Background: an optimization exercise with open tools, aiming at small area and a short achievable clock period. Do not read the settings as production practice.
Function was checked by simulation only, so behaviour that the tests miss may differ from the original.

==> design.v <==
`timescale 1ns/1ps
`default_nettype none
module dct_row_top (
  input  logic        clk_i,
  input  logic        rst_i,
  input  logic        px_valid_i,
  input  logic [7:0]  px_data_i,
  output logic        coef_valid_o,
  output logic [11:0] coef_data_o,
  output logic [2:0]  coef_index_o
);
logic [2:0] px_cnt;
logic [7:0] xs0, xs1, xs2, xs3, xs4, xs5, xs6;
logic [7:0] y0, y1, y2, y3, y4, y5, y6, y7;
logic       row_done;
assign row_done = px_valid_i & (&px_cnt);
always_ff @(posedge clk_i, posedge rst_i)
  if (rst_i) px_cnt <= 3'd0;
  else if (px_valid_i) px_cnt <= px_cnt + 3'd1;
always_ff @(posedge clk_i)
  if (px_valid_i) begin
    xs0 <= px_data_i; xs1 <= xs0; xs2 <= xs1; xs3 <= xs2; xs4 <= xs3; xs5 <= xs4; xs6 <= xs5;
  end
always_ff @(posedge clk_i)
  if (row_done) begin
    y0 <= xs6; y1 <= xs5; y2 <= xs4; y3 <= xs3; y4 <= xs2; y5 <= xs1; y6 <= xs0; y7 <= px_data_i;
  end
logic       busy;
logic [2:0] kc, kc_nx;
logic [3:0] n1, n2, ci, n1_nx, n2_nx, ci_nx;
assign kc_nx = row_done ? 3'd0 : kc + 3'd1;
always_comb begin
  case (kc_nx)
    3'd0: begin n1_nx = 4'b0000; n2_nx = 4'b0000; ci_nx = 4'b0000; end
    3'd1: begin n1_nx = 4'b0000; n2_nx = 4'b1111; ci_nx = 4'b1111; end
    3'd2: begin n1_nx = 4'b1100; n2_nx = 4'b1100; ci_nx = 4'b1100; end
    3'd3: begin n1_nx = 4'b1110; n2_nx = 4'b0001; ci_nx = 4'b1111; end
    3'd4: begin n1_nx = 4'b0110; n2_nx = 4'b0110; ci_nx = 4'b0110; end
    3'd5: begin n1_nx = 4'b0010; n2_nx = 4'b1101; ci_nx = 4'b1111; end
    3'd6: begin n1_nx = 4'b1010; n2_nx = 4'b1010; ci_nx = 4'b1010; end
    3'd7: begin n1_nx = 4'b1010; n2_nx = 4'b0101; ci_nx = 4'b1111; end
    default: begin n1_nx = 4'b0000; n2_nx = 4'b0000; ci_nx = 4'b0000; end
  endcase
end
always_ff @(posedge clk_i, posedge rst_i)
  if (rst_i) begin busy <= 1'b0; kc <= 3'd0; end
  else if (row_done) begin busy <= 1'b1; kc <= 3'd0; end
  else if (busy) begin kc <= kc + 3'd1; if (&kc) busy <= 1'b0; end
always_ff @(posedge clk_i) begin
  n1 <= n1_nx; n2 <= n2_nx; ci <= ci_nx;
end
logic [8:0] u0, u1, u2, u3;
logic ca, cb;           
logic oddu, o1, o3, o5, o7;    
logic ep_a, ep_b, eq_a, eq_b, er_a, er_b, es_a, es_b;
logic [2:0] ku;
logic       vu;
always_ff @(posedge clk_i) begin
  u0 <= 9'(y0 ^ {8{n1[0]}}) + 9'(y7 ^ {8{n2[0]}}) + 9'(ci[0]);
  u1 <= 9'(y1 ^ {8{n1[1]}}) + 9'(y6 ^ {8{n2[1]}}) + 9'(ci[1]);
  u2 <= 9'(y2 ^ {8{n1[2]}}) + 9'(y5 ^ {8{n2[2]}}) + 9'(ci[2]);
  u3 <= 9'(y3 ^ {8{n1[3]}}) + 9'(y4 ^ {8{n2[3]}}) + 9'(ci[3]);
  ku <= kc;
  ca <= (kc == 3'd2) | (kc == 3'd6); cb <= (kc == 3'd2) | (kc == 3'd6);
  oddu <= kc[0];
  ep_a <= (kc == 3'd0) | (kc == 3'd2) | (kc == 3'd4);
  ep_b <= (kc == 3'd6);
  eq_a <= (kc == 3'd6);
  eq_b <= (kc == 3'd0) | (kc == 3'd2) | (kc == 3'd4);
  er_a <= (kc == 3'd6);
  er_b <= (kc == 3'd2);
  es_a <= (kc == 3'd0) | (kc == 3'd2) | (kc == 3'd4);
  es_b <= (kc == 3'd6);
  o1 <= (kc == 3'd1); o3 <= (kc == 3'd3); o5 <= (kc == 3'd5); o7 <= (kc == 3'd7);
end
always_ff @(posedge clk_i, posedge rst_i)
  if (rst_i) vu <= 1'b0; else vu <= busy;
logic [9:0] al, be;
logic [9:0] vp;
logic [9:0] vq;
logic [9:0] vr;
logic [9:0] vs;
logic c_k0, c_k4, c_k26, c_odd;    
logic       vv;
assign al = 10'(u0) + 10'(u3) + 10'(ca);
assign be = 10'(u1) + 10'(u2) + 10'(cb);
logic [8:0] pm_p;
assign pm_p = ({9{o1}} & u0) | ({9{o3}} & u2) | ({9{o5}} & u1) | ({9{o7}} & u3);
logic [8:0] pm_q;
assign pm_q = ({9{o1}} & u1) | ({9{o3}} & u0) | ({9{o5}} & u3) | ({9{o7}} & u2);
logic [8:0] pm_r;
assign pm_r = ({9{o1}} & u2) | ({9{o3}} & u3) | ({9{o5}} & u0) | ({9{o7}} & u1);
logic [8:0] pm_s;
assign pm_s = ({9{o1}} & u3) | ({9{o3}} & u1) | ({9{o5}} & u2) | ({9{o7}} & u0);
always_ff @(posedge clk_i) begin
  vp <= ({10{oddu}} & {1'b0, pm_p}) | ({10{ep_a}} & al) | ({10{ep_b}} & be);
  vq <= ({10{oddu}} & {1'b0, pm_q}) | ({10{eq_a}} & al) | ({10{eq_b}} & be);
  vr <= ({10{oddu}} & {1'b0, pm_r}) | ({10{er_a}} & al) | ({10{er_b}} & be);
  vs <= ({10{oddu}} & {1'b0, pm_s}) | ({10{es_a}} & al) | ({10{es_b}} & be);
  c_k0 <= (ku == 3'd0); c_k4 <= (ku == 3'd4); c_k26 <= (ku == 3'd2) | (ku == 3'd6); c_odd <= ku[0];
end
always_ff @(posedge clk_i, posedge rst_i)
  if (rst_i) vv <= 1'b0; else vv <= vu;
logic row_p0_en;
logic row_p0_ng;
logic [9:0] row_p0;
assign row_p0 = ((vp & {10{row_p0_en}}) ^ {10{row_p0_ng}});
logic [9:0] row_p1;
assign row_p1 = ~vp;
logic row_p3_ng;
logic [9:0] row_p3;
assign row_p3 = (vp ^ {10{row_p3_ng}});
logic [9:0] row_p9;
assign row_p9 = vp;
logic row_q1_en;
logic [9:0] row_q1;
assign row_q1 = (vq & {10{row_q1_en}});
logic [9:0] row_q3;
assign row_q3 = vq;
logic row_q5_ng;
logic [9:0] row_q5;
assign row_q5 = (vq ^ {10{row_q5_ng}});
logic [9:0] row_q7;
assign row_q7 = ~vq;
logic row_q9_en;
logic [9:0] row_q9;
assign row_q9 = (vq & {10{row_q9_en}});
logic [9:0] row_r2;
assign row_r2 = ~vr;
logic [9:0] row_r5;
assign row_r5 = vr;
logic [9:0] row_r8;
assign row_r8 = vr;
logic [9:0] row_s2;
assign row_s2 = vs;
logic [9:0] row_s5;
assign row_s5 = ~vs;
logic row_s7_en;
logic row_s7_ng;
logic [9:0] row_s7;
assign row_s7 = ((vs & {10{row_s7_en}}) ^ {10{row_s7_ng}});
always_ff @(posedge clk_i) begin
  row_p0_en <= (ku == 3'd2) | (ku == 3'd6);
  row_p0_ng <= (ku == 3'd2) | (ku == 3'd6);
  row_p3_ng <= ~((ku == 3'd0) | (ku == 3'd4));
  row_q1_en <= ~((ku == 3'd2) | (ku == 3'd6));
  row_q5_ng <= (ku == 3'd0) | (ku == 3'd4);
  row_q9_en <= ~((ku == 3'd2) | (ku == 3'd6));
  row_s7_en <= ~((ku == 3'd2) | (ku == 3'd6));
  row_s7_ng <= (ku == 3'd0) | (ku == 3'd4);
end
logic [21:0] kconst;
assign kconst[0] = (c_k26);
assign kconst[1] = 1'b1;
assign kconst[2] = ~(c_k4);
assign kconst[3] = ~(c_k0);
assign kconst[4] = (c_k4);
assign kconst[5] = (c_k26 | c_odd);
assign kconst[6] = (c_k0);
assign kconst[7] = (c_k26 | c_odd);
assign kconst[8] = (c_k0);
assign kconst[9] = ~(c_k26);
assign kconst[10] = (c_k4 | c_k26);
assign kconst[11] = ~(c_k4);
assign kconst[12] = 1'b0;
assign kconst[13] = (c_k0 | c_odd);
assign kconst[14] = (c_k0 | c_k4);
assign kconst[15] = (c_k0);
assign kconst[16] = (c_k4);
assign kconst[17] = (c_k0);
assign kconst[18] = (c_k4);
assign kconst[19] = ~(c_k4);
assign kconst[20] = 1'b1;
assign kconst[21] = 1'b1;
wire cs1 = row_p1[7] ^ row_q3[5];
wire cc1 = row_p1[7] & row_q3[5];
wire cs2 = row_p1[8] ^ row_p9[0] ^ row_q3[6];
wire cc2 = (row_p1[8] & row_p9[0]) | (row_p1[8] & row_q3[6]) | (row_p9[0] & row_q3[6]);
wire cs3 = row_q7[2] ^ row_r2[7] ^ row_r5[4];
wire cc3 = (row_q7[2] & row_r2[7]) | (row_q7[2] & row_r5[4]) | (row_r2[7] & row_r5[4]);
wire cs4 = row_p1[9] ^ row_p9[1] ^ row_q3[7];
wire cc4 = (row_p1[9] & row_p9[1]) | (row_p1[9] & row_q3[7]) | (row_p9[1] & row_q3[7]);
wire cs5 = row_q7[3] ^ row_r2[8] ^ row_r5[5];
wire cc5 = (row_q7[3] & row_r2[8]) | (row_q7[3] & row_r5[5]) | (row_r2[8] & row_r5[5]);
wire cs6 = row_p9[2] ^ row_q3[8] ^ row_q7[4];
wire cc6 = (row_p9[2] & row_q3[8]) | (row_p9[2] & row_q7[4]) | (row_q3[8] & row_q7[4]);
wire cs7 = row_p1[4] ^ row_q3[2] ^ row_r2[3];
wire cc7 = (row_p1[4] & row_q3[2]) | (row_p1[4] & row_r2[3]) | (row_q3[2] & row_r2[3]);
wire cs8 = row_p1[5] ^ row_q3[3] ^ row_r2[4];
wire cc8 = (row_p1[5] & row_q3[3]) | (row_p1[5] & row_r2[4]) | (row_q3[3] & row_r2[4]);
wire cs9 = row_r5[1] ^ row_s2[4];
wire cc9 = row_r5[1] & row_s2[4];
wire cs10 = row_p1[6] ^ row_q3[4] ^ row_q7[0];
wire cc10 = (row_p1[6] & row_q3[4]) | (row_p1[6] & row_q7[0]) | (row_q3[4] & row_q7[0]);
wire cs11 = row_r2[5] ^ row_r5[2] ^ row_s2[5];
wire cc11 = (row_r2[5] & row_r5[2]) | (row_r2[5] & row_s2[5]) | (row_r5[2] & row_s2[5]);
wire cs12 = row_s5[2] ^ row_p0[7] ^ row_p3[4];
wire cc12 = (row_s5[2] & row_p0[7]) | (row_s5[2] & row_p3[4]) | (row_p0[7] & row_p3[4]);
wire cs13 = row_q7[1] ^ row_r2[6] ^ row_r5[3];
wire cc13 = (row_q7[1] & row_r2[6]) | (row_q7[1] & row_r5[3]) | (row_r2[6] & row_r5[3]);
wire cs14 = row_r8[0] ^ row_s2[6] ^ row_s5[3];
wire cc14 = (row_r8[0] & row_s2[6]) | (row_r8[0] & row_s5[3]) | (row_s2[6] & row_s5[3]);
wire cs15 = cs1 ^ row_p0[8] ^ row_p3[5];
wire cc15 = (cs1 & row_p0[8]) | (cs1 & row_p3[5]) | (row_p0[8] & row_p3[5]);
wire cs16 = row_q1[7] ^ row_q5[3];
wire cc16 = row_q1[7] & row_q5[3];
wire cs17 = row_r8[1] ^ row_s2[7] ^ row_s5[4];
wire cc17 = (row_r8[1] & row_s2[7]) | (row_r8[1] & row_s5[4]) | (row_s2[7] & row_s5[4]);
wire cs18 = cc1 ^ row_p0[9] ^ row_p3[6];
wire cc18 = (cc1 & row_p0[9]) | (cc1 & row_p3[6]) | (row_p0[9] & row_p3[6]);
wire cs19 = row_q1[8] ^ row_q5[4] ^ row_q9[0];
wire cc19 = (row_q1[8] & row_q5[4]) | (row_q1[8] & row_q9[0]) | (row_q5[4] & row_q9[0]);
wire cs20 = row_s7[2] ^ kconst[9] ^ cs2;
wire cc20 = (row_s7[2] & kconst[9]) | (row_s7[2] & cs2) | (kconst[9] & cs2);
wire cs21 = row_r8[2] ^ row_s2[8] ^ row_s5[5];
wire cc21 = (row_r8[2] & row_s2[8]) | (row_r8[2] & row_s5[5]) | (row_s2[8] & row_s5[5]);
wire cs22 = row_p3[7] ^ row_q1[9] ^ row_q5[5];
wire cc22 = (row_p3[7] & row_q1[9]) | (row_p3[7] & row_q5[5]) | (row_q1[9] & row_q5[5]);
wire cs23 = row_q9[1] ^ row_s7[3] ^ kconst[10];
wire cc23 = (row_q9[1] & row_s7[3]) | (row_q9[1] & kconst[10]) | (row_s7[3] & kconst[10]);
wire cs24 = cc2 ^ cc3 ^ cs4;
wire cc24 = (cc2 & cc3) | (cc2 & cs4) | (cc3 & cs4);
wire cs25 = row_r2[9] ^ row_r5[6] ^ row_r8[3];
wire cc25 = (row_r2[9] & row_r5[6]) | (row_r2[9] & row_r8[3]) | (row_r5[6] & row_r8[3]);
wire cs26 = row_s2[9] ^ row_s5[6] ^ row_p3[8];
wire cc26 = (row_s2[9] & row_s5[6]) | (row_s2[9] & row_p3[8]) | (row_s5[6] & row_p3[8]);
wire cs27 = row_q5[6] ^ row_q9[2] ^ row_s7[4];
wire cc27 = (row_q5[6] & row_q9[2]) | (row_q5[6] & row_s7[4]) | (row_q9[2] & row_s7[4]);
wire cs28 = kconst[11] ^ cc4 ^ cc5;
wire cc28 = (kconst[11] & cc4) | (kconst[11] & cc5) | (cc4 & cc5);
wire cs29 = row_p9[3] ^ row_q3[9] ^ row_q7[5];
wire cc29 = (row_p9[3] & row_q3[9]) | (row_p9[3] & row_q7[5]) | (row_q3[9] & row_q7[5]);
wire cs30 = row_r5[7] ^ row_r8[4] ^ row_s5[7];
wire cc30 = (row_r5[7] & row_r8[4]) | (row_r5[7] & row_s5[7]) | (row_r8[4] & row_s5[7]);
wire cs31 = row_p3[9] ^ row_q5[7] ^ row_q9[3];
wire cc31 = (row_p3[9] & row_q5[7]) | (row_p3[9] & row_q9[3]) | (row_q5[7] & row_q9[3]);
wire cs32 = row_p9[4] ^ row_q7[6] ^ row_r5[8];
wire cc32 = (row_p9[4] & row_q7[6]) | (row_p9[4] & row_r5[8]) | (row_q7[6] & row_r5[8]);
wire cs33 = row_r8[5] ^ row_s5[8];
wire cc33 = row_r8[5] & row_s5[8];
wire cs34 = row_p9[5] ^ row_q7[7] ^ row_r5[9];
wire cc34 = (row_p9[5] & row_q7[7]) | (row_p9[5] & row_r5[9]) | (row_q7[7] & row_r5[9]);
wire cs35 = row_p1[2] ^ row_q3[0] ^ row_r2[1];
wire cc35 = (row_p1[2] & row_q3[0]) | (row_p1[2] & row_r2[1]) | (row_q3[0] & row_r2[1]);
wire cs36 = row_p1[3] ^ row_q3[1] ^ row_r2[2];
wire cc36 = (row_p1[3] & row_q3[1]) | (row_p1[3] & row_r2[2]) | (row_q3[1] & row_r2[2]);
wire cs37 = row_s2[2] ^ row_p0[4];
wire cc37 = row_s2[2] & row_p0[4];
wire cs38 = row_r5[0] ^ row_s2[3] ^ row_s5[0];
wire cc38 = (row_r5[0] & row_s2[3]) | (row_r5[0] & row_s5[0]) | (row_s2[3] & row_s5[0]);
wire cs39 = row_p0[5] ^ row_p3[2] ^ row_q1[4];
wire cc39 = (row_p0[5] & row_p3[2]) | (row_p0[5] & row_q1[4]) | (row_p3[2] & row_q1[4]);
wire cs40 = row_q5[0] ^ kconst[5];
wire cc40 = row_q5[0] & kconst[5];
wire cs41 = row_s5[1] ^ cs9 ^ row_p0[6];
wire cc41 = (row_s5[1] & cs9) | (row_s5[1] & row_p0[6]) | (cs9 & row_p0[6]);
wire cs42 = row_p3[3] ^ row_q1[5] ^ row_q5[1];
wire cc42 = (row_p3[3] & row_q1[5]) | (row_p3[3] & row_q5[1]) | (row_q1[5] & row_q5[1]);
wire cs43 = kconst[6] ^ cc7 ^ cs8;
wire cc43 = (kconst[6] & cc7) | (kconst[6] & cs8) | (cc7 & cs8);
wire cs44 = cc9 ^ row_q1[6] ^ row_q5[2];
wire cc44 = (cc9 & row_q1[6]) | (cc9 & row_q5[2]) | (row_q1[6] & row_q5[2]);
wire cs45 = row_s7[0] ^ kconst[7] ^ cc8;
wire cc45 = (row_s7[0] & kconst[7]) | (row_s7[0] & cc8) | (kconst[7] & cc8);
wire cs46 = cs10 ^ cs11 ^ cs12;
wire cc46 = (cs10 & cs11) | (cs10 & cs12) | (cs11 & cs12);
wire cs47 = row_s7[1] ^ kconst[8] ^ cc10;
wire cc47 = (row_s7[1] & kconst[8]) | (row_s7[1] & cc10) | (kconst[8] & cc10);
wire cs48 = cc11 ^ cs13 ^ cs14;
wire cc48 = (cc11 & cs13) | (cc11 & cs14) | (cs13 & cs14);
wire cs49 = cs16 ^ cc12 ^ cs15;
wire cc49 = (cs16 & cc12) | (cs16 & cs15) | (cc12 & cs15);
wire cs50 = cc13 ^ cc14 ^ cs17;
wire cc50 = (cc13 & cc14) | (cc13 & cs17) | (cc14 & cs17);
wire cs51 = cs3 ^ cc16 ^ cc15;
wire cc51 = (cs3 & cc16) | (cs3 & cc15) | (cc16 & cc15);
wire cs52 = cs18 ^ cs19 ^ cs20;
wire cc52 = (cs18 & cs19) | (cs18 & cs20) | (cs19 & cs20);
wire cs53 = cc17 ^ cs21 ^ cs5;
wire cc53 = (cc17 & cs21) | (cc17 & cs5) | (cs21 & cs5);
wire cs54 = cc18 ^ cc19 ^ cs22;
wire cc54 = (cc18 & cc19) | (cc18 & cs22) | (cc19 & cs22);
wire cs55 = cs23 ^ cc20 ^ cs24;
wire cc55 = (cs23 & cc20) | (cs23 & cs24) | (cc20 & cs24);
wire cs56 = cc21 ^ cs25 ^ cs6;
wire cc56 = (cc21 & cs25) | (cc21 & cs6) | (cs25 & cs6);
wire cs57 = cc22 ^ cs26 ^ cs27;
wire cc57 = (cc22 & cs26) | (cc22 & cs27) | (cs26 & cs27);
wire cs58 = cc23 ^ cc24 ^ cs28;
wire cc58 = (cc23 & cc24) | (cc23 & cs28) | (cc24 & cs28);
wire cs59 = row_s7[5] ^ cc25 ^ cc6;
wire cc59 = (row_s7[5] & cc25) | (row_s7[5] & cc6) | (cc25 & cc6);
wire cs60 = cs29 ^ cs30 ^ cc26;
wire cc60 = (cs29 & cs30) | (cs29 & cc26) | (cs30 & cc26);
wire cs61 = cc27 ^ cs31 ^ cc28;
wire cc61 = (cc27 & cs31) | (cc27 & cc28) | (cs31 & cc28);
wire cs62 = cs33 ^ row_q5[8] ^ row_q9[4];
wire cc62 = (cs33 & row_q5[8]) | (cs33 & row_q9[4]) | (row_q5[8] & row_q9[4]);
wire cs63 = row_s7[6] ^ kconst[13] ^ cc29;
wire cc63 = (row_s7[6] & kconst[13]) | (row_s7[6] & cc29) | (kconst[13] & cc29);
wire cs64 = cc30 ^ cs32 ^ cc31;
wire cc64 = (cc30 & cs32) | (cc30 & cc31) | (cs32 & cc31);
wire cs65 = row_r8[6] ^ row_s5[9] ^ cc33;
wire cc65 = (row_r8[6] & row_s5[9]) | (row_r8[6] & cc33) | (row_s5[9] & cc33);
wire cs66 = row_q5[9] ^ row_q9[5] ^ row_s7[7];
wire cc66 = (row_q5[9] & row_q9[5]) | (row_q5[9] & row_s7[7]) | (row_q9[5] & row_s7[7]);
wire cs67 = kconst[14] ^ cc32 ^ cs34;
wire cc67 = (kconst[14] & cc32) | (kconst[14] & cs34) | (cc32 & cs34);
wire cs68 = row_p9[6] ^ row_q7[8] ^ row_r8[7];
wire cc68 = (row_p9[6] & row_q7[8]) | (row_p9[6] & row_r8[7]) | (row_q7[8] & row_r8[7]);
wire cs69 = row_q9[6] ^ row_s7[8] ^ kconst[15];
wire cc69 = (row_q9[6] & row_s7[8]) | (row_q9[6] & kconst[15]) | (row_s7[8] & kconst[15]);
wire cs70 = row_p9[7] ^ row_q7[9] ^ row_r8[8];
wire cc70 = (row_p9[7] & row_q7[9]) | (row_p9[7] & row_r8[8]) | (row_q7[9] & row_r8[8]);
wire cs71 = row_p1[1] ^ row_r2[0] ^ row_s2[0];
wire cc71 = (row_p1[1] & row_r2[0]) | (row_p1[1] & row_s2[0]) | (row_r2[0] & row_s2[0]);
wire cs72 = row_s2[1] ^ row_p0[3] ^ row_p3[0];
wire cc72 = (row_s2[1] & row_p0[3]) | (row_s2[1] & row_p3[0]) | (row_p0[3] & row_p3[0]);
wire cs73 = row_q1[2] ^ kconst[3];
wire cc73 = row_q1[2] & kconst[3];
wire cs74 = row_p3[1] ^ row_q1[3] ^ kconst[4];
wire cc74 = (row_p3[1] & row_q1[3]) | (row_p3[1] & kconst[4]) | (row_q1[3] & kconst[4]);
wire cs75 = cc35 ^ cs36 ^ cs37;
wire cc75 = (cc35 & cs36) | (cc35 & cs37) | (cs36 & cs37);
wire cs76 = cc36 ^ cs38 ^ cs7;
wire cc76 = (cc36 & cs38) | (cc36 & cs7) | (cs38 & cs7);
wire cs77 = cc37 ^ cs40 ^ cs39;
wire cc77 = (cc37 & cs40) | (cc37 & cs39) | (cs40 & cs39);
wire cs78 = cc38 ^ cc40 ^ cc39;
wire cc78 = (cc38 & cc40) | (cc38 & cc39) | (cc40 & cc39);
wire cs79 = cs41 ^ cs42 ^ cs43;
wire cc79 = (cs41 & cs42) | (cs41 & cs43) | (cs42 & cs43);
wire cs80 = cc41 ^ cc42 ^ cs44;
wire cc80 = (cc41 & cc42) | (cc41 & cs44) | (cc42 & cs44);
wire cs81 = cc43 ^ cs45 ^ cs46;
wire cc81 = (cc43 & cs45) | (cc43 & cs46) | (cs45 & cs46);
wire cs82 = cc44 ^ cc45 ^ cs47;
wire cc82 = (cc44 & cc45) | (cc44 & cs47) | (cc45 & cs47);
wire cs83 = cs48 ^ cc46 ^ cs49;
wire cc83 = (cs48 & cc46) | (cs48 & cs49) | (cc46 & cs49);
wire cs84 = cc47 ^ cc48 ^ cs50;
wire cc84 = (cc47 & cc48) | (cc47 & cs50) | (cc48 & cs50);
wire cs85 = cc49 ^ cs51 ^ cs52;
wire cc85 = (cc49 & cs51) | (cc49 & cs52) | (cs51 & cs52);
wire cs86 = cc50 ^ cs53 ^ cc51;
wire cc86 = (cc50 & cs53) | (cc50 & cc51) | (cs53 & cc51);
wire cs87 = cs54 ^ cc52 ^ cs55;
wire cc87 = (cs54 & cc52) | (cs54 & cs55) | (cc52 & cs55);
wire cs88 = cc53 ^ cs56 ^ cc54;
wire cc88 = (cc53 & cs56) | (cc53 & cc54) | (cs56 & cc54);
wire cs89 = cs57 ^ cc55 ^ cs58;
wire cc89 = (cs57 & cc55) | (cs57 & cs58) | (cc55 & cs58);
wire cs90 = cc56 ^ cs59 ^ cc57;
wire cc90 = (cc56 & cs59) | (cc56 & cc57) | (cs59 & cc57);
wire cs91 = cs60 ^ cc58 ^ cs61;
wire cc91 = (cs60 & cc58) | (cs60 & cs61) | (cc58 & cs61);
wire cs92 = cs62 ^ cc59 ^ cs63;
wire cc92 = (cs62 & cc59) | (cs62 & cs63) | (cc59 & cs63);
wire cs93 = cc60 ^ cs64 ^ cc61;
wire cc93 = (cc60 & cs64) | (cc60 & cc61) | (cs64 & cc61);
wire cs94 = cs65 ^ cc62 ^ cs66;
wire cc94 = (cs65 & cc62) | (cs65 & cs66) | (cc62 & cs66);
wire cs95 = cc63 ^ cs67 ^ cc64;
wire cc95 = (cc63 & cs67) | (cc63 & cc64) | (cs67 & cc64);
wire cs96 = cc34 ^ cs68 ^ cc65;
wire cc96 = (cc34 & cs68) | (cc34 & cc65) | (cs68 & cc65);
wire cs97 = cc66 ^ cs69 ^ cc67;
wire cc97 = (cc66 & cs69) | (cc66 & cc67) | (cs69 & cc67);
wire cs98 = row_q9[7] ^ row_s7[9] ^ kconst[16];
wire cc98 = (row_q9[7] & row_s7[9]) | (row_q9[7] & kconst[16]) | (row_s7[9] & kconst[16]);
wire cs99 = cc68 ^ cs70 ^ cc69;
wire cc99 = (cc68 & cs70) | (cc68 & cc69) | (cs70 & cc69);
wire cs100 = row_p9[8] ^ row_r8[9] ^ row_q9[8];
wire cc100 = (row_p9[8] & row_r8[9]) | (row_p9[8] & row_q9[8]) | (row_r8[9] & row_q9[8]);
wire cs101 = kconst[17] ^ cc70;
wire cc101 = kconst[17] & cc70;
wire cs102 = row_p9[9] ^ row_q9[9];
wire cc102 = row_p9[9] & row_q9[9];
logic cq_0_0;
always_ff @(posedge clk_i) cq_0_0 <= row_p0[0];
logic cq_0_1;
always_ff @(posedge clk_i) cq_0_1 <= kconst[0];
logic cq_1_1;
always_ff @(posedge clk_i) cq_1_1 <= row_p1[0];
logic cq_1_2;
always_ff @(posedge clk_i) cq_1_2 <= row_p0[1];
logic cq_1_3;
always_ff @(posedge clk_i) cq_1_3 <= row_q1[0];
logic cq_2_0;
always_ff @(posedge clk_i) cq_2_0 <= cs71;
logic cq_2_1;
always_ff @(posedge clk_i) cq_2_1 <= row_p0[2];
logic cq_2_2;
always_ff @(posedge clk_i) cq_2_2 <= row_q1[1];
logic cq_2_3;
always_ff @(posedge clk_i) cq_2_3 <= kconst[2];
logic cq_3_0;
always_ff @(posedge clk_i) cq_3_0 <= cc71;
logic cq_3_1;
always_ff @(posedge clk_i) cq_3_1 <= cs72;
logic cq_3_2;
always_ff @(posedge clk_i) cq_3_2 <= cs73;
logic cq_3_3;
always_ff @(posedge clk_i) cq_3_3 <= cs35;
logic cq_4_0;
always_ff @(posedge clk_i) cq_4_0 <= cc72;
logic cq_4_1;
always_ff @(posedge clk_i) cq_4_1 <= cc73;
logic cq_4_2;
always_ff @(posedge clk_i) cq_4_2 <= cs74;
logic cq_4_3;
always_ff @(posedge clk_i) cq_4_3 <= cs75;
logic cq_5_0;
always_ff @(posedge clk_i) cq_5_0 <= cc74;
logic cq_5_1;
always_ff @(posedge clk_i) cq_5_1 <= cc75;
logic cq_5_2;
always_ff @(posedge clk_i) cq_5_2 <= cs76;
logic cq_5_3;
always_ff @(posedge clk_i) cq_5_3 <= cs77;
logic cq_6_0;
always_ff @(posedge clk_i) cq_6_0 <= cc76;
logic cq_6_1;
always_ff @(posedge clk_i) cq_6_1 <= cc77;
logic cq_6_2;
always_ff @(posedge clk_i) cq_6_2 <= cs78;
logic cq_6_3;
always_ff @(posedge clk_i) cq_6_3 <= cs79;
logic cq_7_0;
always_ff @(posedge clk_i) cq_7_0 <= cc78;
logic cq_7_1;
always_ff @(posedge clk_i) cq_7_1 <= cc79;
logic cq_7_2;
always_ff @(posedge clk_i) cq_7_2 <= cs80;
logic cq_7_3;
always_ff @(posedge clk_i) cq_7_3 <= cs81;
logic cq_8_0;
always_ff @(posedge clk_i) cq_8_0 <= cc80;
logic cq_8_1;
always_ff @(posedge clk_i) cq_8_1 <= cc81;
logic cq_8_2;
always_ff @(posedge clk_i) cq_8_2 <= cs82;
logic cq_8_3;
always_ff @(posedge clk_i) cq_8_3 <= cs83;
logic cq_9_0;
always_ff @(posedge clk_i) cq_9_0 <= cc82;
logic cq_9_1;
always_ff @(posedge clk_i) cq_9_1 <= cc83;
logic cq_9_2;
always_ff @(posedge clk_i) cq_9_2 <= cs84;
logic cq_9_3;
always_ff @(posedge clk_i) cq_9_3 <= cs85;
logic cq_10_0;
always_ff @(posedge clk_i) cq_10_0 <= cc84;
logic cq_10_1;
always_ff @(posedge clk_i) cq_10_1 <= cc85;
logic cq_10_2;
always_ff @(posedge clk_i) cq_10_2 <= cs86;
logic cq_10_3;
always_ff @(posedge clk_i) cq_10_3 <= cs87;
logic cq_11_0;
always_ff @(posedge clk_i) cq_11_0 <= cc86;
logic cq_11_1;
always_ff @(posedge clk_i) cq_11_1 <= cc87;
logic cq_11_2;
always_ff @(posedge clk_i) cq_11_2 <= cs88;
logic cq_11_3;
always_ff @(posedge clk_i) cq_11_3 <= cs89;
logic cq_12_0;
always_ff @(posedge clk_i) cq_12_0 <= cc88;
logic cq_12_1;
always_ff @(posedge clk_i) cq_12_1 <= cc89;
logic cq_12_2;
always_ff @(posedge clk_i) cq_12_2 <= cs90;
logic cq_12_3;
always_ff @(posedge clk_i) cq_12_3 <= cs91;
logic cq_13_0;
always_ff @(posedge clk_i) cq_13_0 <= cc90;
logic cq_13_1;
always_ff @(posedge clk_i) cq_13_1 <= cc91;
logic cq_13_2;
always_ff @(posedge clk_i) cq_13_2 <= cs92;
logic cq_13_3;
always_ff @(posedge clk_i) cq_13_3 <= cs93;
logic cq_14_0;
always_ff @(posedge clk_i) cq_14_0 <= cc92;
logic cq_14_1;
always_ff @(posedge clk_i) cq_14_1 <= cc93;
logic cq_14_2;
always_ff @(posedge clk_i) cq_14_2 <= cs94;
logic cq_14_3;
always_ff @(posedge clk_i) cq_14_3 <= cs95;
logic cq_15_0;
always_ff @(posedge clk_i) cq_15_0 <= cc94;
logic cq_15_1;
always_ff @(posedge clk_i) cq_15_1 <= cc95;
logic cq_15_2;
always_ff @(posedge clk_i) cq_15_2 <= cs96;
logic cq_15_3;
always_ff @(posedge clk_i) cq_15_3 <= cs97;
logic cq_16_0;
always_ff @(posedge clk_i) cq_16_0 <= cc96;
logic cq_16_1;
always_ff @(posedge clk_i) cq_16_1 <= cc97;
logic cq_16_2;
always_ff @(posedge clk_i) cq_16_2 <= cs98;
logic cq_16_3;
always_ff @(posedge clk_i) cq_16_3 <= cs99;
logic cq_17_0;
always_ff @(posedge clk_i) cq_17_0 <= cc98;
logic cq_17_1;
always_ff @(posedge clk_i) cq_17_1 <= cc99;
logic cq_17_2;
always_ff @(posedge clk_i) cq_17_2 <= cs100;
logic cq_17_3;
always_ff @(posedge clk_i) cq_17_3 <= cs101;
logic cq_18_0;
always_ff @(posedge clk_i) cq_18_0 <= cc100;
logic cq_18_1;
always_ff @(posedge clk_i) cq_18_1 <= cc101;
logic cq_18_2;
always_ff @(posedge clk_i) cq_18_2 <= cs102;
logic cq_18_3;
always_ff @(posedge clk_i) cq_18_3 <= kconst[18];
logic cq_19_0;
always_ff @(posedge clk_i) cq_19_0 <= cc102;
logic cq_19_1;
always_ff @(posedge clk_i) cq_19_1 <= kconst[19];
logic vc;
always_ff @(posedge clk_i, posedge rst_i)
  if (rst_i) vc <= 1'b0; else vc <= vv;
wire cs103 = 1'b1 ^ cq_1_1;
wire cc103 = 1'b1 & cq_1_1;
wire cs104 = cq_2_0 ^ cq_2_1 ^ cq_2_2;
wire cc104 = (cq_2_0 & cq_2_1) | (cq_2_0 & cq_2_2) | (cq_2_1 & cq_2_2);
wire cs105 = cq_3_0 ^ cq_3_1 ^ cq_3_2;
wire cc105 = (cq_3_0 & cq_3_1) | (cq_3_0 & cq_3_2) | (cq_3_1 & cq_3_2);
wire cs106 = cq_4_0 ^ cq_4_1 ^ cq_4_2;
wire cc106 = (cq_4_0 & cq_4_1) | (cq_4_0 & cq_4_2) | (cq_4_1 & cq_4_2);
wire cs107 = cq_5_0 ^ cq_5_1 ^ cq_5_2;
wire cc107 = (cq_5_0 & cq_5_1) | (cq_5_0 & cq_5_2) | (cq_5_1 & cq_5_2);
wire cs108 = cq_6_0 ^ cq_6_1 ^ cq_6_2;
wire cc108 = (cq_6_0 & cq_6_1) | (cq_6_0 & cq_6_2) | (cq_6_1 & cq_6_2);
wire cs109 = cq_7_0 ^ cq_7_1 ^ cq_7_2;
wire cc109 = (cq_7_0 & cq_7_1) | (cq_7_0 & cq_7_2) | (cq_7_1 & cq_7_2);
wire cs110 = cq_8_0 ^ cq_8_1 ^ cq_8_2;
wire cc110 = (cq_8_0 & cq_8_1) | (cq_8_0 & cq_8_2) | (cq_8_1 & cq_8_2);
wire cs111 = cq_9_0 ^ cq_9_1 ^ cq_9_2;
wire cc111 = (cq_9_0 & cq_9_1) | (cq_9_0 & cq_9_2) | (cq_9_1 & cq_9_2);
wire cs112 = cq_10_0 ^ cq_10_1 ^ cq_10_2;
wire cc112 = (cq_10_0 & cq_10_1) | (cq_10_0 & cq_10_2) | (cq_10_1 & cq_10_2);
wire cs113 = cq_11_0 ^ cq_11_1 ^ cq_11_2;
wire cc113 = (cq_11_0 & cq_11_1) | (cq_11_0 & cq_11_2) | (cq_11_1 & cq_11_2);
wire cs114 = cq_12_0 ^ cq_12_1 ^ cq_12_2;
wire cc114 = (cq_12_0 & cq_12_1) | (cq_12_0 & cq_12_2) | (cq_12_1 & cq_12_2);
wire cs115 = cq_13_0 ^ cq_13_1 ^ cq_13_2;
wire cc115 = (cq_13_0 & cq_13_1) | (cq_13_0 & cq_13_2) | (cq_13_1 & cq_13_2);
wire cs116 = cq_14_0 ^ cq_14_1 ^ cq_14_2;
wire cc116 = (cq_14_0 & cq_14_1) | (cq_14_0 & cq_14_2) | (cq_14_1 & cq_14_2);
wire cs117 = cq_15_0 ^ cq_15_1 ^ cq_15_2;
wire cc117 = (cq_15_0 & cq_15_1) | (cq_15_0 & cq_15_2) | (cq_15_1 & cq_15_2);
wire cs118 = cq_16_0 ^ cq_16_1 ^ cq_16_2;
wire cc118 = (cq_16_0 & cq_16_1) | (cq_16_0 & cq_16_2) | (cq_16_1 & cq_16_2);
wire cs119 = cq_17_0 ^ cq_17_1 ^ cq_17_2;
wire cc119 = (cq_17_0 & cq_17_1) | (cq_17_0 & cq_17_2) | (cq_17_1 & cq_17_2);
wire cs120 = cq_18_0 ^ cq_18_1 ^ cq_18_2;
wire cc120 = (cq_18_0 & cq_18_1) | (cq_18_0 & cq_18_2) | (cq_18_1 & cq_18_2);
wire cs121 = cq_1_2 ^ cq_1_3;
wire cc121 = cq_1_2 & cq_1_3;
wire cs122 = cq_2_3 ^ cc103 ^ cs104;
wire cc122 = (cq_2_3 & cc103) | (cq_2_3 & cs104) | (cc103 & cs104);
wire cs123 = cq_3_3 ^ cc104 ^ cs105;
wire cc123 = (cq_3_3 & cc104) | (cq_3_3 & cs105) | (cc104 & cs105);
wire cs124 = cq_4_3 ^ cc105 ^ cs106;
wire cc124 = (cq_4_3 & cc105) | (cq_4_3 & cs106) | (cc105 & cs106);
wire cs125 = cq_5_3 ^ cc106 ^ cs107;
wire cc125 = (cq_5_3 & cc106) | (cq_5_3 & cs107) | (cc106 & cs107);
wire cs126 = cq_6_3 ^ cc107 ^ cs108;
wire cc126 = (cq_6_3 & cc107) | (cq_6_3 & cs108) | (cc107 & cs108);
wire cs127 = cq_7_3 ^ cc108 ^ cs109;
wire cc127 = (cq_7_3 & cc108) | (cq_7_3 & cs109) | (cc108 & cs109);
wire cs128 = cq_8_3 ^ cc109 ^ cs110;
wire cc128 = (cq_8_3 & cc109) | (cq_8_3 & cs110) | (cc109 & cs110);
wire cs129 = cq_9_3 ^ cc110 ^ cs111;
wire cc129 = (cq_9_3 & cc110) | (cq_9_3 & cs111) | (cc110 & cs111);
wire cs130 = cq_10_3 ^ cc111 ^ cs112;
wire cc130 = (cq_10_3 & cc111) | (cq_10_3 & cs112) | (cc111 & cs112);
wire cs131 = cq_11_3 ^ cc112 ^ cs113;
wire cc131 = (cq_11_3 & cc112) | (cq_11_3 & cs113) | (cc112 & cs113);
wire cs132 = cq_12_3 ^ cc113 ^ cs114;
wire cc132 = (cq_12_3 & cc113) | (cq_12_3 & cs114) | (cc113 & cs114);
wire cs133 = cq_13_3 ^ cc114 ^ cs115;
wire cc133 = (cq_13_3 & cc114) | (cq_13_3 & cs115) | (cc114 & cs115);
wire cs134 = cq_14_3 ^ cc115 ^ cs116;
wire cc134 = (cq_14_3 & cc115) | (cq_14_3 & cs116) | (cc115 & cs116);
wire cs135 = cq_15_3 ^ cc116 ^ cs117;
wire cc135 = (cq_15_3 & cc116) | (cq_15_3 & cs117) | (cc116 & cs117);
wire cs136 = cq_16_3 ^ cc117 ^ cs118;
wire cc136 = (cq_16_3 & cc117) | (cq_16_3 & cs118) | (cc117 & cs118);
wire cs137 = cq_17_3 ^ cc118 ^ cs119;
wire cc137 = (cq_17_3 & cc118) | (cq_17_3 & cs119) | (cc118 & cs119);
wire cs138 = cq_18_3 ^ cc119 ^ cs120;
wire cc138 = (cq_18_3 & cc119) | (cq_18_3 & cs120) | (cc119 & cs120);
wire cs139 = cq_19_0 ^ cq_19_1 ^ cc120;
wire cc139 = (cq_19_0 & cq_19_1) | (cq_19_0 & cc120) | (cq_19_1 & cc120);
logic [10:0] lowsum;
assign lowsum = {1'b0, cc128, cc127, cc126, cc125, cc124, cc123, cc122, cc121, cs121, cq_0_0} + {1'b0, cs129, cs128, cs127, cs126, cs125, cs124, cs123, cs122, cs103, cq_0_1};
logic cr_lowc;
always_ff @(posedge clk_i) cr_lowc <= lowsum[10];
logic cr_10_0;
always_ff @(posedge clk_i) cr_10_0 <= cc129;
logic cr_10_1;
always_ff @(posedge clk_i) cr_10_1 <= cs130;
logic cr_11_0;
always_ff @(posedge clk_i) cr_11_0 <= cc130;
logic cr_11_1;
always_ff @(posedge clk_i) cr_11_1 <= cs131;
logic cr_12_0;
always_ff @(posedge clk_i) cr_12_0 <= cc131;
logic cr_12_1;
always_ff @(posedge clk_i) cr_12_1 <= cs132;
logic cr_13_0;
always_ff @(posedge clk_i) cr_13_0 <= cc132;
logic cr_13_1;
always_ff @(posedge clk_i) cr_13_1 <= cs133;
logic cr_14_0;
always_ff @(posedge clk_i) cr_14_0 <= cc133;
logic cr_14_1;
always_ff @(posedge clk_i) cr_14_1 <= cs134;
logic cr_15_0;
always_ff @(posedge clk_i) cr_15_0 <= cc134;
logic cr_15_1;
always_ff @(posedge clk_i) cr_15_1 <= cs135;
logic cr_16_0;
always_ff @(posedge clk_i) cr_16_0 <= cc135;
logic cr_16_1;
always_ff @(posedge clk_i) cr_16_1 <= cs136;
logic cr_17_0;
always_ff @(posedge clk_i) cr_17_0 <= cc136;
logic cr_17_1;
always_ff @(posedge clk_i) cr_17_1 <= cs137;
logic cr_18_0;
always_ff @(posedge clk_i) cr_18_0 <= cc137;
logic cr_18_1;
always_ff @(posedge clk_i) cr_18_1 <= cs138;
logic cr_19_0;
always_ff @(posedge clk_i) cr_19_0 <= cc138;
logic cr_19_1;
always_ff @(posedge clk_i) cr_19_1 <= cs139;
logic cr_20_0;
always_ff @(posedge clk_i) cr_20_0 <= cc139;
logic vc2;
always_ff @(posedge clk_i, posedge rst_i)
  if (rst_i) vc2 <= 1'b0; else vc2 <= vc;
logic [21:0] fa, fb, fsum;
assign fa = {1'b1, cr_20_0, cr_19_0, cr_18_0, cr_17_0, cr_16_0, cr_15_0, cr_14_0, cr_13_0, cr_12_0, cr_11_0, cr_10_0, 1'b0, 1'b0, 1'b0, 1'b0, 1'b0, 1'b0, 1'b0, 1'b0, 1'b0, 1'b0};
assign fb = {1'b0, 1'b1, cr_19_1, cr_18_1, cr_17_1, cr_16_1, cr_15_1, cr_14_1, cr_13_1, cr_12_1, cr_11_1, cr_10_1, 1'b0, 1'b0, 1'b0, 1'b0, 1'b0, 1'b0, 1'b0, 1'b0, 1'b0, 1'b0};
logic [12:0] fhi;
assign fhi = {fa[21:10], 1'b1} + {fb[21:10], cr_lowc};
assign fsum = {fhi[12:1], 10'd0};
always_ff @(posedge clk_i) coef_data_o <= fsum[21:10];
always_ff @(posedge clk_i, posedge rst_i)
  if (rst_i) coef_valid_o <= 1'b0; else coef_valid_o <= vc2;
always_ff @(posedge clk_i, posedge rst_i)
  if (rst_i) coef_index_o <= 3'd0; else if (coef_valid_o) coef_index_o <= coef_index_o + 3'd1;
endmodule
`default_nettype wire
==> flow/run.sh <==
#!/bin/bash
# Standard ORFS layout with one extra step between synthesis and floorplan:
# flow/pol.py re-chooses the polarity of every full adder (a full adder is self-dual)
# so that Yosys' extract_fa leaves fewer inverters. Registers are not touched.
set -euo pipefail
R=$PWD/orfs/results/$FLOW_PLATFORM/dct_row_top/base
bash standard.sh "$R/1_2_yosys.v" > synth.log 2>&1
cp "$R/1_2_yosys.v" "$PWD/1_2_yosys.before_pol.v"
python3 flow/pol.py "$PWD/1_2_yosys.before_pol.v" "$R/1_2_yosys.v" > pol.log 2>&1
# clock tree: the standard arguments, without the dummy loads CTS adds for balancing
export CTS_ARGS="-sink_clustering_enable -repair_clock_nets -dont_use_dummy_load -buf_list sky130_fd_sc_hd__clkbuf_8"
bash standard.sh finish > layout.log 2>&1
==> flow/pol.py <==
#!/usr/bin/env python3
"""Full-adder polarity optimisation of a Yosys netlist (sky130hd cells).

A full adder is self-dual: FA(~a, ~b, ~c) = (~sum, ~cout). Yosys' extract_fa leaves many
inverters between full adders; this pass chooses, for each sky130_fd_sc_hd__fa_* cell, whether
it computes the true or the complemented function, so that as few inverters as possible are
needed, then rebuilds the inverters. The logic function of every register input and output port
is unchanged; no register is touched.

usage: pol.py IN.v OUT.v
"""
import re, sys, collections, random

OUT_PINS = {'X', 'Y', 'Q', 'Q_N', 'SUM', 'COUT', 'HI', 'LO'}

def main(src, dst):
    text = open(src).read()
    m = re.search(r'^\s*module\s+(\S+)\s*\((.*?)\);', text, re.M | re.S)
    head_end = m.end()
    end = text.rindex('endmodule')
    body = text[head_end:end]
    # split body into statements
    inst_re = re.compile(r'^(\s*)(sky130_fd_sc_hd__\w+)\s+(\S+)\s*\((.*?)\);\s*$', re.M | re.S)
    pin_re = re.compile(r'\.(\w+)\(\s*(.*?)\s*\)\s*(?:,|$)', re.S)
    cells = []
    decls = []
    pos = 0
    others = []
    for mm in inst_re.finditer(body):
        others.append(body[pos:mm.start()])
        pos = mm.end()
        typ, name, pins = mm.group(2), mm.group(3), mm.group(4)
        pl = []
        for pm in pin_re.finditer(pins.strip()):
            pl.append([pm.group(1), pm.group(2).strip()])
        cells.append({'type': typ, 'name': name, 'pins': pl})
    tail = body[pos:]
    # ports
    ports_out = set()
    for mm in re.finditer(r'^\s*output\s+(\[(\d+):(\d+)\]\s*)?(\S+?)\s*;', text, re.M):
        if mm.group(1):
            hi, lo = int(mm.group(2)), int(mm.group(3))
            for i in range(min(hi, lo), max(hi, lo) + 1):
                ports_out.add('%s[%d]' % (mm.group(4), i))
        else:
            ports_out.add(mm.group(4))
    assigns = re.findall(r'^\s*assign\s+(.*?)\s*=\s*(.*?)\s*;', body, re.M)
    assert not assigns, 'assign statements not handled: %r' % assigns[:3]

    def isinv(c):
        return re.fullmatch(r'sky130_fd_sc_hd__(clk)?inv_\d+', c['type']) is not None
    def isfa(c):
        return re.fullmatch(r'sky130_fd_sc_hd__fa_\d+', c['type']) is not None
    def isxor(c):
        return re.fullmatch(r'sky130_fd_sc_hd__x(n)?or[23]_\d+', c['type']) is not None

    driver = {}
    for ci, c in enumerate(cells):
        for p, n in c['pins']:
            if p in OUT_PINS:
                driver[n] = (ci, p)
    invin = {}
    for ci, c in enumerate(cells):
        if isinv(c):
            d = dict(c['pins'])
            invin[d['Y']] = d['A']
    def resolve(n):
        par = 0
        seen = 0
        while n in invin:
            n = invin[n]; par ^= 1; seen += 1
            assert seen < 100
        return n, par
    keep_inv = set()
    for ci, c in enumerate(cells):
        if isinv(c) and dict(c['pins'])['Y'] in ports_out:
            keep_inv.add(ci)
    fa_ids = [ci for ci, c in enumerate(cells) if isfa(c)]
    fa_of_base = {}
    for ci in fa_ids:
        for p, n in cells[ci]['pins']:
            if p in ('SUM', 'COUT'):
                fa_of_base[n] = ci
    # consumers: (cell index or None for port, pin index, base, parity)
    cons = collections.defaultdict(list)   # base -> list of (ci, pinidx, par)
    for ci, c in enumerate(cells):
        if isinv(c) and ci not in keep_inv:
            continue
        for k, (p, n) in enumerate(c['pins']):
            if p in OUT_PINS:
                continue
            b, par = resolve(n)
            cons[b].append((ci, k, par))
    xor_ids = [ci for ci, c in enumerate(cells) if isxor(c)]
    xor_of_base = {}
    for ci in xor_ids:
        for p, n in cells[ci]['pins']:
            if p in OUT_PINS:
                xor_of_base[n] = ci
    pol = {ci: 0 for ci in fa_ids}
    xpol = {ci: 0 for ci in xor_ids}
    def pdrv(b):
        ci = fa_of_base.get(b)
        if ci is not None: return pol[ci]
        ci = xor_of_base.get(b)
        if ci is not None: return xpol[ci]
        return 0
    def need(ci, par):
        return par ^ (pol[ci] if ci in pol else 0)
    def cost_base(b):
        pd = pdrv(b)
        return 1 if any(ci not in xpol and need(ci, par) != pd for ci, k, par in cons.get(b, [])) else 0
    # bases touched by each FA
    touch = collections.defaultdict(set)
    for ci in fa_ids:
        for p, n in cells[ci]['pins']:
            if p in ('SUM', 'COUT'):
                touch[ci].add(n)
            else:
                touch[ci].add(resolve(n)[0])
    for ci in xor_ids:
        for p, n in cells[ci]['pins']:
            if p in OUT_PINS:
                touch[ci].add(n)
    allbases = set(cons.keys())
    before = sum(1 for ci, c in enumerate(cells) if isinv(c))
    start = sum(cost_base(b) for b in allbases)
    rnd = random.Random(1)
    improved = True
    it = 0
    while improved and it < 50:
        improved = False
        it += 1
        order = fa_ids + xor_ids
        rnd.shuffle(order)
        for ci in order:
            t = touch[ci]
            d = pol if ci in pol else xpol
            c0 = sum(cost_base(b) for b in t)
            d[ci] ^= 1
            c1 = sum(cost_base(b) for b in t)
            if c1 < c0:
                improved = True
            elif c1 > c0 or rnd.random() < 0.5:
                d[ci] ^= 1
    # simulated annealing from the greedy result
    import math
    cur = sum(cost_base(b) for b in allbases)
    best_state = (dict(pol), dict(xpol), cur)
    allv = fa_ids + xor_ids
    T = 2.0
    for step in range(200000):
        ci = allv[rnd.randrange(len(allv))]
        t = touch[ci]
        d = pol if ci in pol else xpol
        c0 = sum(cost_base(b) for b in t)
        d[ci] ^= 1
        c1 = sum(cost_base(b) for b in t)
        delta = c1 - c0
        if delta <= 0 or rnd.random() < math.exp(-delta / T):
            cur += delta
            if cur < best_state[2]:
                best_state = (dict(pol), dict(xpol), cur)
        else:
            d[ci] ^= 1
        T = max(0.05, T * 0.99997)
    pol.clear(); pol.update(best_state[0]); xpol.clear(); xpol.update(best_state[1])
    final = sum(cost_base(b) for b in allbases)
    # rebuild
    newinv = {}
    out_cells = []
    nid = [0]
    newwires = []
    def invnet(b):
        if b not in newinv:
            nid[0] += 1
            w = 'pol_n%d' % nid[0]
            newwires.append(w)
            newinv[b] = w
        return newinv[b]
    for ci, c in enumerate(cells):
        if isinv(c) and ci not in keep_inv:
            continue
        if ci in xpol:
            # inputs straight from the base nets; the cell type absorbs every inversion
            t = 1 if 'xnor' in c['type'] else 0
            t ^= xpol[ci]
            pins = []
            outn = None
            for p, n in c['pins']:
                if p in OUT_PINS:
                    outn = n; continue
                b, par = resolve(n)
                t ^= par ^ pdrv(b)
                pins.append((p, b))
            m = re.fullmatch(r'sky130_fd_sc_hd__x(n)?or([23])_(\d+)', c['type'])
            typ = 'sky130_fd_sc_hd__%s%s_%s' % ('xnor' if t else 'xor', m.group(2), m.group(3))
            pins.append(('Y' if t else 'X', outn))
            out_cells.append((typ, c['name'], pins))
            continue
        pins = []
        for p, n in c['pins']:
            if p in OUT_PINS:
                pins.append((p, n)); continue
            b, par = resolve(n)
            q = need(ci, par)
            if q == pdrv(b):
                pins.append((p, b))
            else:
                pins.append((p, invnet(b)))
        out_cells.append((c['type'], c['name'], pins))
    for b, w in newinv.items():
        nid[0] += 1
        out_cells.append(('sky130_fd_sc_hd__inv_1', 'pol_inv%d' % nid[0], [('A', b), ('Y', w)]))
    lines = [text[:head_end]]
    lines.append(''.join(others[:1]))
    for w in newwires:
        lines.append('  wire %s;\n' % w)
    for typ, name, pins in out_cells:
        lines.append('  %s %s (\n%s\n  );\n' % (typ, name, ',\n'.join('    .%s(%s)' % (p, n + ' ' if n.startswith('\\') else n) for p, n in pins)))
    lines.append(tail)
    lines.append(text[end:])
    open(dst, 'w').write(''.join(lines))
    flipped = sum(pol.values()) + sum(xpol.values())
    sys.stderr.write('pol: inverters %d -> %d (needed before opt %d), %d of %d full adders flipped\n'
                     % (before, final + len(keep_inv), start, flipped, len(fa_ids)))

if __name__ == '__main__':
    main(sys.argv[1], sys.argv[2])
==> standard.sh <==
#!/bin/bash
# synth_recipe.tcl (not shown) runs the flow's synth.tcl, then flattens the netlist and writes it again
# the make line also repeats each setting of config.mk as NAME=value (left out here)
make -C /OpenROAD-flow-scripts/flow DESIGN_CONFIG=/design/flow/config.mk WORK_HOME=/design/flow/orfs CLKGATE_MAP_FILE= SYNTH_SCRIPT=/design/flow/synth_recipe.tcl "${@:-finish}"
==> config.mk <==
export PLATFORM = sky130hd
export DESIGN_NAME = dct_row_top
export DESIGN_NICKNAME = dct_row_top
export VERILOG_FILES = /design/flow/design.v
export SDC_FILE = /design/flow/constraint.sdc
export NUM_CORES = 4
export LEC_CHECK = 0
export CAP_MARGIN = 20
export CORE_MARGIN = 2
export CORE_UTILIZATION = 60
export PLACE_DENSITY = 0.75
export SETUP_SLACK_MARGIN = 3.4
export SLEW_MARGIN = 20
==> constraint.sdc <==
create_clock -name core_clock -period 6.0 [get_ports {clk_i}]
set_input_delay 1.2000 -clock core_clock [delete_from_list [all_inputs] [get_ports {clk_i}]]
set_output_delay 1.2000 -clock core_clock [all_outputs]
set_load 0.01 [all_outputs]
==> summary.txt, run 1 <==
worst slew pin tran = 0.921 ns
cell count of the worst reg-to-reg path = 5
Setup TNS = 0 ns
design area = 17800 um2
Die X = 169 um
antenna-violating nets left = 0
Slew HR = 0.382
crit end category = register
Synth Net Count = 1477
total die area = 28500 um2
wire per inst = 18.2 um
initial core utilization = 0.608
GR Overflow Total = 0
Final Hold Violating Endpoints = 0
CTS tree = yes
worst hold path class = reg2reg
Critical Path RT = 6.42 ns
RR Endpoint = cq_10_3
CTS Root Cell = clkbuf_8
Syn Area/Cell = 13.2 um2
clk slew on worst S/H paths = 0.05 ns
vias after detailed routing = 9038
final worst slack = 3.49 ns
n_diodes = 0
Period minus WS final = 2.51 ns
hold path depth = 0
drt drc = 0
first-pass GRT wire length = 48.5 mm
clock sinks = 346
TritonRoute pass-1 iters = 5
detailed placement HPWL = 22.9 mm
# setup viols final = 0
Min Hold Slack = 0.344 ns
Critical Path AT = 2.93 ns
initial drt markers = 423
clk latency of the worst-skew pair = 0.57 ns
FP Rows = 60
FF-to-FF setup slack = 3.49 ns
core area = 26800 um2
fin util = 0.664
die height = 169 um
Cells after Synth = 1238
RSZ-0062 raised after global routing = yes
largest net degree at the start of global routing = 37
status = complete, no violations
worst clock skew = 0.0544 ns
Final Max Tran Viols = 0
Syn-to-layout area delta = 9.27%
Placer Congestion = 0.908
hold_buf cts = 0
Syn Std Cell Area = 16300 um2
startpoint types = register
Nets = 1530
Setup crit end = cq_10_3
FF-to-FF Start = vq[2]
total detailed-routing wirelength = 29.6 mm
CP Class = reg2reg
number of port buffers = 26
post-route insts no fill = 1630
Max Buffers Root-to-Sink = 3
CTS buffer count = 54
Inst Count DP = 1574
Max-cap violations = 0
CP max FO = 4
Crit. Startpoint = vq[2]
layout cells sized above 1 = 0.0923
vias per cell = 5.54
GRT Util Overall = 0.219
H-tree levels = 2
worst slack at placement = 2.90 ns
period utilization = 0.418
I/O pin cnt = 27
Yosys Warn Count = 1
Achievable Freq = 0.399 GHz
initial antenna violation count = 0
vias in the first global route = 9628
placed cell areas = 16900 um2
## layout by cell type (no fill, tap or decap), types with 10 or more instances in the layout
cell type	count
a22oi_1	57
xor2_1	91
a21o_1	13
fa_1	135
clkbuf_8	54
o21ai_0	42
a221o_1	17
inv_1	87
a21oi_1	23
xnor2_1	39
nor2b_1	18
nor2_1	29
a22o_1	28
edfxtp_1	120
ha_1	87
a21oi_2	10
dfrtp_1	15
dfxtp_1	197
a21boi_0	12
nand2_1	70
## cell type report
cell class	count	area, um2
fill	1942	9000
sequential	346	8230
multi-input combinational	764	7710
clock buffer	54	743
tap	341	427
timing repair buffer	35	344
inverter	89	338
timing repair inverter	1	5.00
## state kept, by name, indices dropped and copies added (netlist names), 9 cells and up
| register | cells |
|---|---|
| u1 | 9 |
| u0 | 9 |
| coef_data_o | 12 |
| vs | 9 |
| u3 | 9 |
| u2 | 9 |
| vr | 10 |
| vq | 10 |
| vp | 10 |
## per-layer routing
layer  track usage  wire (um)  vias up
met3        0.0334       1130       72
met2         0.396      15300      219
met4        0.0877       1060        0
met1         0.263      12100     4409
li1              -          -     4338
met5             0          0        -
## critical path, cell delays in order, from the launching register on
cell and delay, ns:
dfxtp_1 0.40, inv_1 0.10, fa_1 0.47, fa_1 0.50, fa_1 0.52, fa_1 0.41
## worst min-delay path by stage
stage / to / start
floorplan: coef_valid_o / vc2
global placement: vc / vv
detailed placement: vc2 / vc
CTS: coef_valid_o / vc2
global route: coef_valid_o / vc2
finish: coef_valid_o / vc2
## timing repair
| item | in CTS | in global routing |
|---|---|---|
| resized for setup | 24 | 30 |
| endpoints found under the setup margin | 53 | 27 |
| pin swaps | 2 | 10 |
| endpoints found under the hold margin | 0 | 0 |
| cloned | 1 | 0 |
| setup buffers | 0 | 1 |
==> run 2: changes to the inputs <==
--- a/config.mk
+++ b/config.mk
@@ -8,6 +8,6 @@
 export CAP_MARGIN = 20
 export CORE_MARGIN = 2
-export CORE_UTILIZATION = 60
-export PLACE_DENSITY = 0.75
-export SETUP_SLACK_MARGIN = 3.4
+export CORE_UTILIZATION = 70
+export PLACE_DENSITY = 0.85
+export SETUP_SLACK_MARGIN = 3.3
 export SLEW_MARGIN = 20
==> summary.txt, run 2 <==
status = complete, no violations (unchanged)
worst clock skew = 0.0617 ns (was 0.0544 ns)
startpoint types = register (unchanged)
wire per inst = 19.1 um (was 18.2 um)
worst stage delay on the critical path = 0.54 ns (was 0.52 ns)
I/O pin cnt = 27 (unchanged)
fin util = 0.775 (was 0.664)
die height = 157 um (was 169 um)
CTS tree = yes (unchanged)
design area = 17600 um2 (was 17800 um2)
CTS buffer count = 52 (was 54)
largest net degree at the start of global routing = 60 (was 37)
vias per cell = 5.80 (was 5.54)
Met1 Wirelength = 11.7 mm (was 12.1 mm)
clock sinks = 346 (unchanged)
GR Overflow Total = 0 (unchanged)
placed cell areas = 16800 um2 (was 16900 um2)
Die X = 157 um (was 169 um)
CTS Root Cell = clkbuf_8 (unchanged)
Placer Congestion = 0.918 (was 0.908)
layout cells sized above 1 = 0.0811 (was 0.0923)
RSZ-0062 raised after global routing = no (was yes)
H-tree levels = 2 (unchanged)
first-pass GRT wire length = 49.1 mm (was 48.5 mm)
Final Max Tran Viols = 0 (unchanged)
top sig layer = met4 (unchanged)
Setup TNS = 0 ns (unchanged)
detailed placement HPWL = 23.2 mm (was 22.9 mm)
vias after detailed routing = 9247 (was 9038)
Cells after Synth = 1238 (unchanged)
total die area = 24500 um2 (was 28500 um2)
core area = 22800 um2 (was 26800 um2)
initial core utilization = 0.715 (was 0.608)
# setup viols final = 0 (unchanged)
max FFs per register = 12 (unchanged)
CP max-delay cell = clkdlybuf4s50_1 (was fa_1)
antenna-violating nets left = 0 (unchanged)
clk latency of the worst-skew pair = 0.59 ns (was 0.57 ns)
Syn-to-layout area delta = 8.31% (was 9.27%)
crit end category = output pin (was register)
most frequent cells in the layout = dfxtp_1 (199), fa_1 (136), edfxtp_1 (120) (was dfxtp_1 (197), fa_1 (135), edfxtp_1 (120))
hold_buf cts = 0 (unchanged)
Achievable Freq = 0.379 GHz (was 0.399 GHz)
n_diodes = 0 (unchanged)
CP max FO = 2 (was 4)
vias in the first global route = 9847 (was 9628)
met3 wire len = 1.19 mm (was 1.13 mm)
Final Hold Violating Endpoints = 0 (unchanged)
Period minus WS final = 2.64 ns (was 2.51 ns)
number of port buffers = 26 (unchanged)
Worst path top cell family by delay = buffers and inverters (was adder cells)
FP Rows = 55 (was 60)
Crit. Startpoint = coef_index_o[2] (was vq[2])
Worst Path Buf+Inv = 1 (unchanged)
Critical Path AT = 1.44 ns (was 2.93 ns)
met2 wire length = 16.2 mm (was 15.3 mm)
Critical Path RT = 4.80 ns (was 6.42 ns)
Max Buffers Root-to-Sink = 3 (unchanged)
Slew HR = 0.448 (was 0.382)
Hold Startpoint = vc2 (unchanged)
Synth Net Count = 1477 (unchanged)
total detailed-routing wirelength = 30.5 mm (was 29.6 mm)
Syn Area/Cell = 13.2 um2 (unchanged)
Yosys Warn Count = 1 (unchanged)
period utilization = 0.440 (was 0.418)
commonest non-fill, non-tap cell in the layout = dfxtp_1 (unchanged)
Syn Std Cell Area = 16300 um2 (unchanged)
TritonRoute pass-1 iters = 5 (unchanged)
FF-to-FF Start = vp[8] (was vq[2])
CP Class = reg2out (was reg2reg)
Top reg by flops = coef_data_o (unchanged)
drt drc = 0 (unchanged)
Max-cap violations = 0 (unchanged)
initial drt markers = 464 (was 423)
worst hold path class = reg2reg (unchanged)
initial antenna violation count = 1 (was 0)
Cell Chain, Critical Path = clkdlybuf4s50_1 (was inv_1, fa_1, fa_1, fa_1, fa_1)
worst slew pin tran = 0.827 ns (was 0.921 ns)
GRT Util Overall = 0.262 (was 0.219)
Nets = 1523 (was 1530)
clk slew on worst S/H paths = 0.06 ns (was 0.05 ns)
## run 2: cell type report
cell class,count,area (um2)
sequential,346,8230
multi-input combinational,764,7690
fill,1435,5130
clock buffer,52,716
tap,313,392
inverter,89,338
timing repair buffer,31,289
## run 2: path summary, 6_finish.rpt
kind,to,slack [ns],cells past startpoint
max,coef_index_o[2],3.36,1
min,coef_valid_o,0.34,0
max reg2reg,cq_9_3,3.36,5
min reg2reg,coef_valid_o,0.34,0
max in group asynchronous,coef_index_o[2],4.60,2
min in group asynchronous,coef_index_o[0],0.97,2
## run 2: what timing repair did
action,in CTS,in global routing
resized for setup,11,17
endpoints found under the setup margin,13,11
buffers inserted,1,0
pin swaps,0,3
## run 2: per-layer routing
layer  vias to the layer above  GRT usage
met1                      4576      0.302
met3                        99     0.0390
li1                       4324          -
met5                         -          0
met4                         0      0.126
met2                       248      0.478
## run 2: stage by stage
step	cells	setup WS, ns	hold WS (ns)
2_1_floorplan	1238	3.09	0.331
4_1_cts	1595	3.31	0.341
3_5_place_dp	1542	3.03	0.336
6_report	1595	3.36	0.335
3_3_place_gp	1542	3.08	0.332
5_1_grt	1595	3.30	0.359

==> what the ideal ports hide <==
The results above use ideal ports. As a check the final layouts listed here were re-extracted and re-timed, cells and wires unchanged. Step 1 assumes that a clkbuf_16 drives the clock port and a buf_2 every other input. Step 2 adds t to the input delays and takes it off the output delays; t is the mean of the earliest and latest rising clock arrival at the registers after step 1. Input paths then give back, and output paths get back, about the clock's delay inside the block. Three values: ideal, step 1, step 2; two values: the first two.
run	t (ns)	setup slack, ns	slew at the worst register clock pin (ns)
run 1	0.591	3.492 / 3.480 / 3.274	0.07 / 0.07
run 2	0.603	3.360 / 3.312 / 2.993	0.06 / 0.06
After both steps every run listed still meets setup and hold. For run 2, which loses most, drivers alone change the setup slack by -0.048 ns; drivers and shift together by -0.367 ns.
